From an optimization exercise on the open Yosys and OpenROAD flow, aimed at small area and a short achievable clock period; shortcuts taken in it are not production practice.
For this run, only the layout was checked, not whether the RTL still works.
No activity file was given, so power comes from the tool's default toggle rates.

File: flow/config.mk
export PLATFORM = sky130hd
export DESIGN_NAME = stitch_top
export DESIGN_NICKNAME = stitch_top
export VERILOG_FILES = /design/flow/design.v
export SDC_FILE = /design/flow/constraint.sdc
export NUM_CORES = 4
export LEC_CHECK = 0
export CAP_MARGIN = 20
export CORE_MARGIN = 2
export CORE_UTILIZATION = 40
export SLEW_MARGIN = 20
File: flow/constraint.sdc
create_clock -name core_clock -period 4.0 [get_ports {hdmi_tx_pix_clk}]
set_input_delay 0.8000 -clock core_clock [delete_from_list [all_inputs] [get_ports {hdmi_tx_pix_clk}]]
set_output_delay 0.8000 -clock core_clock [all_outputs]
set_load 0.01 [all_outputs]
File: flow/design.v
package stitch_pkg;
    localparam int PIX_W = 24;   
    localparam int CAM_W = 16;   
    localparam int CH_W  = 8;    
    typedef enum logic [1:0]
    {
        PH_SYNC   = 2'd0,   
        PH_BACK   = 2'd1,   
        PH_ACTIVE = 2'd2,   
        PH_FRONT  = 2'd3    
    } raster_phase_t;
    typedef enum logic [1:0]
    {
        Q_CAM_L  = 2'd0,   
        Q_CAM_R  = 2'd1,   
        Q_HDMI_L = 2'd2,   
        Q_HDMI_R = 2'd3    
    } quad_t;
endpackage
module cam_capture
(
    input  logic        hdmi_tx_pix_clk,
    input  logic        reset,
    input  logic        cam_href,
    input  logic [7:0]  cam_data,
    output logic        cam_we,
    output logic [15:0] cam_word
);
    logic       lo_phase;
    logic [7:0] b1;   
    logic [7:0] b2;   
    always_ff @(posedge hdmi_tx_pix_clk)
    begin
        if (reset)
        begin
            lo_phase <= 1'b0;
            cam_we   <= 1'b0;
        end
        else
        begin
            cam_we   <= cam_href && lo_phase;
            lo_phase <= cam_href ? ~lo_phase : 1'b0;
        end
    end
    always_ff @(posedge hdmi_tx_pix_clk)
    begin
        b1 <= cam_data;
        b2 <= b1;
    end
    assign cam_word = {b2, b1};
endmodule
module tile_buffer
#(
    parameter int W = 24
)(
    input  logic          hdmi_tx_pix_clk,
    input  logic          reset,
    input  logic          frame_sync,
    input  logic          we,
    input  logic [W-1:0]  wr_pix,
    input  logic [4:0]    rd_addr,
    output logic [W-1:0]  rd_pix
);
    logic [W-1:0] mem [32];
    logic         sync_d;
    logic         sync_rise;
    logic [5:0]   wr_cnt;   
    logic         wr_en;
    assign sync_rise = frame_sync && !sync_d;
    assign wr_en     = we && !wr_cnt[5] && !sync_rise;
    always_ff @(posedge hdmi_tx_pix_clk)
    begin
        if (reset)
        begin
            sync_d <= 1'b0;
            wr_cnt <= '0;
        end
        else
        begin
            sync_d <= frame_sync;
            if (sync_rise)
                wr_cnt <= '0;
            else if (wr_en)
                wr_cnt <= wr_cnt + 1'b1;
        end
    end
    always_ff @(posedge hdmi_tx_pix_clk)
    begin
        if (wr_en)
            mem[wr_cnt[4:0]] <= wr_pix;
    end
    assign rd_pix = mem[rd_addr];
endmodule
module video_timing
(
    input  logic       hdmi_tx_pix_clk,
    input  logic       reset,
    output logic       hs,
    output logic       vs,
    output logic       de,
    output logic       top,
    output logic [4:0] rd_addr
);
    logic [4:0] hc;
    logic [4:0] vc;
    always_ff @(posedge hdmi_tx_pix_clk)
    begin
        if (reset)
        begin
            hc <= 5'd3;
            vc <= 5'd3;
        end
        else if (hc == 5'd25)
        begin
            hc <= 5'd3;
            vc <= (vc == 5'd16) ? 5'd3 : vc + 1'b1;
        end
        else
            hc <= hc + 1'b1;
    end
    assign hs      = (hc < 5'd5);
    assign vs      = (vc == 5'd3);
    assign de      = (hc >= 5'd8) && (hc < 5'd24) && (vc[4:3] == 2'b01);
    assign top     = !vc[2];
    assign rd_addr = {vc[1:0], hc[2:0]};
endmodule
module quad_reader
(
    input  logic        hdmi_tx_pix_clk,
    input  logic        reset,
    input  logic        hs,
    input  logic        vs,
    input  logic        de,
    input  logic        top,
    input  logic [15:0] cam_rd_word,
    input  logic [23:0] hdmi_rd_pix,
    output logic        hdmi_tx_hs,
    output logic        hdmi_tx_vs,
    output logic        hdmi_tx_de,
    output logic [23:0] hdmi_tx_data
);
    logic        hs_d1;
    logic        vs_d1;
    logic        de_d1;
    logic [23:0] pix_d1;
    logic [23:0] cam_pix;
    logic [15:0] w;
    assign w       = cam_rd_word;
    assign cam_pix = {w[15:11], w[15:13], w[10:5], w[10:9], w[4:0], w[4:2]};
    always_ff @(posedge hdmi_tx_pix_clk)
    begin
        if (reset)
        begin
            hs_d1        <= 1'b0;
            vs_d1        <= 1'b0;
            de_d1        <= 1'b0;
            pix_d1       <= '0;
            hdmi_tx_hs   <= 1'b0;
            hdmi_tx_vs   <= 1'b0;
            hdmi_tx_de   <= 1'b0;
            hdmi_tx_data <= '0;
        end
        else
        begin
            hs_d1        <= hs;
            vs_d1        <= vs;
            de_d1        <= de;
            pix_d1       <= !de ? '0 : top ? cam_pix : hdmi_rd_pix;
            hdmi_tx_hs   <= hs_d1;
            hdmi_tx_vs   <= vs_d1;
            hdmi_tx_de   <= de_d1;
            hdmi_tx_data <= pix_d1;
        end
    end
endmodule
module stitch_top
#(
    parameter int TILE_H  = 8,
    parameter int TILE_V  = 4,
    parameter int H_SYNC  = 2,
    parameter int H_BACK  = 3,
    parameter int H_FRONT = 2,
    parameter int V_SYNC  = 1,
    parameter int V_BACK  = 4,
    parameter int V_FRONT = 1
)(
    input  logic               hdmi_tx_pix_clk,
    input  logic               reset,
    input  logic               cam_vsync,
    input  logic               cam_href,
    input  logic [stitch_pkg::CAM_W/2-1:0] cam_data,
    input  logic               hdmi_rx_vs,
    input  logic               hdmi_rx_de,
    input  logic [stitch_pkg::PIX_W-1:0]   hdmi_rx_data,
    output logic               hdmi_tx_vs,
    output logic               hdmi_tx_hs,
    output logic               hdmi_tx_de,
    output logic [stitch_pkg::PIX_W-1:0]   hdmi_tx_data
);
    logic        cam_we;
    logic [15:0] cam_word;
    logic [4:0]  rd_addr;
    logic [15:0] cam_rd_word;
    logic [23:0] hdmi_rd_pix;
    logic        hs;
    logic        vs;
    logic        de;
    logic        top;
    cam_capture i_cam_capture (
        .hdmi_tx_pix_clk (hdmi_tx_pix_clk),
        .reset           (reset),
        .cam_href        (cam_href),
        .cam_data        (cam_data),
        .cam_we          (cam_we),
        .cam_word        (cam_word)
    );
    tile_buffer #(.W(16)) i_cam_buf (
        .hdmi_tx_pix_clk (hdmi_tx_pix_clk),
        .reset           (reset),
        .frame_sync      (cam_vsync),
        .we              (cam_we),
        .wr_pix          (cam_word),
        .rd_addr         (rd_addr),
        .rd_pix          (cam_rd_word)
    );
    tile_buffer #(.W(24)) i_hdmi_buf (
        .hdmi_tx_pix_clk (hdmi_tx_pix_clk),
        .reset           (reset),
        .frame_sync      (hdmi_rx_vs),
        .we              (hdmi_rx_de),
        .wr_pix          (hdmi_rx_data),
        .rd_addr         (rd_addr),
        .rd_pix          (hdmi_rd_pix)
    );
    video_timing i_video_timing (
        .hdmi_tx_pix_clk (hdmi_tx_pix_clk),
        .reset           (reset),
        .hs              (hs),
        .vs              (vs),
        .de              (de),
        .top             (top),
        .rd_addr         (rd_addr)
    );
    quad_reader i_quad_reader (
        .hdmi_tx_pix_clk (hdmi_tx_pix_clk),
        .reset           (reset),
        .hs              (hs),
        .vs              (vs),
        .de              (de),
        .top             (top),
        .cam_rd_word     (cam_rd_word),
        .hdmi_rd_pix     (hdmi_rd_pix),
        .hdmi_tx_hs      (hdmi_tx_hs),
        .hdmi_tx_vs      (hdmi_tx_vs),
        .hdmi_tx_de      (hdmi_tx_de),
        .hdmi_tx_data    (hdmi_tx_data)
    );
endmodule
File: flow/run.sh
#!/bin/bash
# synth_recipe.tcl (not shown) runs the flow's synth.tcl, then flattens the netlist and writes it again
# the make line also repeats each setting of config.mk as NAME=value (left out here)
make -C /OpenROAD-flow-scripts/flow DESIGN_CONFIG=/design/flow/config.mk WORK_HOME=/design/flow/orfs CLKGATE_MAP_FILE= SYNTH_SCRIPT=/design/flow/synth_recipe.tcl finish
==> metrics.yaml <==
synth_compound_area_frac: 0.0309
min_period_ns: 3.66
r2r-start: "i_video_timing.hc[0]"
crit_start: "i_video_timing.hc[0]"
crit_path_max_incr_delay_ns: 0.88
final_util: 0.465
cap_viol_max_count: 0
dieArea_um2: 134000
nNetsFinal: 2825
start_kind: "flip-flop"
syn_inst: 2560
async_flop_share: 0
grt_start_max_net_pins: 76
synth_area_leaders: "edfxtp_1 74%, mux4_2 11%, dfxtp_1 3.7%"
numPortBuffers: 64
first_pass_iters: 5
powerDensity_nw_per_um2: 507
core-area_um2: 130000
end_kind: "flip-flop"
synth_top_family_by_area: "multiplexers"
fillCellCount: 10800
synth_xor_area_frac: 0.00268
fin_tns_setup_ns: 0
post_cts_buffers: 0
syn_nets: 2611
cts_tree: "yes"
syn_to_final_growth_pct: 15.4
cp.buffers_inverters: 1
synth.most_common_cell: "edfxtp_1"
grt_usage: 0.190
arrival_ns: 4.28
layout_worst_path_cycle_share: 0.914
post_drt_wl_per_cell_um: 27.0
path_delay_family: "simple AND/OR/NAND/NOR gates"
grt_overflow: 0
synth_cell_type_count: 52
ir_drop_uv: 494
synth_seq_cells: 1376
rsz0062_at_grt: "no"
netlist.area_leader.share: 0.735
ant_nets: 0
htree_levels: 4
synthSimpleGateAreaFrac: 0.0322
outcome: "no timing/DRC/antenna violations"
worst_path_max_delay_cell: "dfxtp_4"
relSlewSlack: 0.301
drive_gt1_frac: 0.242
worst_skew_pair.late_latency_ns: 0.79
cp.required_ns: 4.62
cts_made_buffers: 141
finClkSkew_ns: 0.0293
setup_viol: 0
fmax_mhz: 274
die_height_um: 366
hpwl_mm: 76.6
critPathKind: "reg -> reg"
worst_slack_ns: 0.345
worstPathCellList: "buf_12, mux4_2, o22ai_1, nor3_1, nor4_1, nor3_1"
place_ws_ns: 0.326
cp_common_cell: "nor3_1"
syn_area_per_cell_um2: 20.4
drt-total-wl_mm: 125
ctsResizeCount: 0
synth_edf_count: 1280
seq_area_frac_synth: 0.772
clk_pin_slew_worst_paths_ns: 0.06
synth_commonest_cells: "1280 x edfxtp_1, 264 x mux4_2, 112 x nand2_1"
synth_area_um2: 52300
clk_path_buf_depth: 3
hold_buffers: 0
ios: 65
vias_per_cell: 5.56
antenna_found_initial: 10
hold_viol_final: 0
drt_iter0_drc: 2702
grt_pass1_wl_mm: 182
num_vias: 25800
rows: 132
ys_warn_count: 5
critPathMaxFanout: 75
synth_fa_ha_area_frac: 0.00311
yosys.area.top_type: "edfxtp_1"
hold_start: "i_cam_capture.lo_phase"
hold_path_class: "reg -> reg"
gp_congestion: 0.797
grt_pass1_vias: 26200
finalMaxSlewViolations: 0
rrSetupSlack_ns: 0.34
drc: 0
initial_core_util: 0.403
die-width_um: 366
clkSinkCount: 1376
synthFlopType: "edfxtp_1"
synthMuxAreaShare: 0.141
worst_slew_pin_slew_ns: 1.05
cts_root_buffer: "clkbuf_16"
p_leak_nw: 19.5
## cells in the final DEF (no fill, tap or decap), types with 16 or more instances in the layout
cell type        Yosys  layout
clkinv_1             2      23
clkinv_2             0      23
mux2i_1            106     106
nand3_1             20      20
buf_4               15     134
edfxtp_1          1280    1280
mux2_1              17      17
o22ai_1             56      56
o221ai_1            16      16
a22oi_1             16      16
nor2_1             103      71
nand2_1            112     111
a31oi_1             26      26
a211oi_1            16      16
nor2b_1             48      48
clkbuf_1            70      36
nor3_1              27      27
a211o_1             16      16
nor2_2               0      16
clkdlybuf4s50_1      0      60
dfxtp_1             96      83
mux4_2             264     264
buf_12               1      20
nor2_4               0      16
a21oi_1             57      57
clkbuf_16            0     144
## power by group
part           switching (mW)  internal [mW]
combinational            1.10          0.769
sequential              0.131           15.8
clock                    5.46           7.38
## per-layer routing
metal  GRT usage  wire length [um]  vias to the layer above
met5           0                 0                        -
met1       0.258             51600                    13600
met4      0.0717              4030                        0
met2       0.303             60300                     1003
li1            -                 -                    10900
met3      0.0374              9420                      189
## logic make-up after synthesis
group           count (synthesis)
flops                        1376
compound gates                237
mux                           402
xor+xnor                       16
buf+inv                       158
fa+ha+maj                      13
simple gates                  358
## through the flow
stage          power, mW  hold WS, ns  instance area [um2]  cells
2_1_floorplan       17.4        0.389                52300   2560
3_3_place_gp        18.1        0.398                55800   4372
3_5_place_dp        18.1        0.410                55800   4372
4_1_cts             30.9        0.418                60300   4632
5_1_grt             31.5        0.447                60300   4633
6_report            30.6        0.425                60300   4636
## flip-flops by register name (all words and copies together) (netlist names), 5 cells and up
register,flops
i_cam_capture.b1,8
i_video_timing.vc,5
i_cam_buf.mem,512
i_quad_reader.hdmi_tx_data,24
i_cam_capture.b2,8
i_video_timing.hc,5
i_hdmi_buf.mem,768
i_quad_reader.pix_d1,24
i_hdmi_buf.wr_cnt,6
i_cam_buf.wr_cnt,6
## area by class of cell
cell class / count / area [um2] / area share
Antenna cell: 3 / 7.51 / 0.000124
Timing Repair Buffer: 219 / 2040 / 0.0338
Multi-Input combinational cell: 1026 / 11100 / 0.185
Inverter: 10 / 40.0 / 0.000664
Tap cell: 1742 / 2180 / 0.0361
Clock inverter: 73 / 701 / 0.0116
Sequential cell: 1376 / 40400 / 0.669
Clock buffer: 187 / 3830 / 0.0636
## final timing paths
check,end,depth (start not counted)
worst min register to register,i_cam_capture.lo_phase,1
worst min-delay path,i_cam_capture.lo_phase,1
worst max-delay path,i_quad_reader.pix_d1[19],6
worst max register to register,i_quad_reader.pix_d1[19],6

## re-timing with driven ports
Ports are ideal in the flow. The routed layout listed here was re-timed in OpenROAD. Step 1: set_driving_cell puts a clkbuf_16 on hdmi_tx_pix_clk and a buf_2 on each other input, an assumption about the parent block. Step 2 adds t to the input delays and takes it off the output delays; t is the mean of the earliest and latest rising clock arrival at the registers after step 1. Input paths then give back, and output paths get back, about the clock's delay inside the block. Slacks: ideal ports / drivers / drivers and shift; pairs: ideal ports / drivers.
t (ns): 0.843
setup slack, ns: 0.345 / 0.345 / 0.345
worst hold slack (ns): 0.425 / 0.425 / 0.425
worst setup path at the end: register to register
pins driven straight from the clock port: 1
After both steps this run still meets setup and hold. The setup slack of this run moves by 0.000 ns with the drivers and by 0.000 ns with both steps.
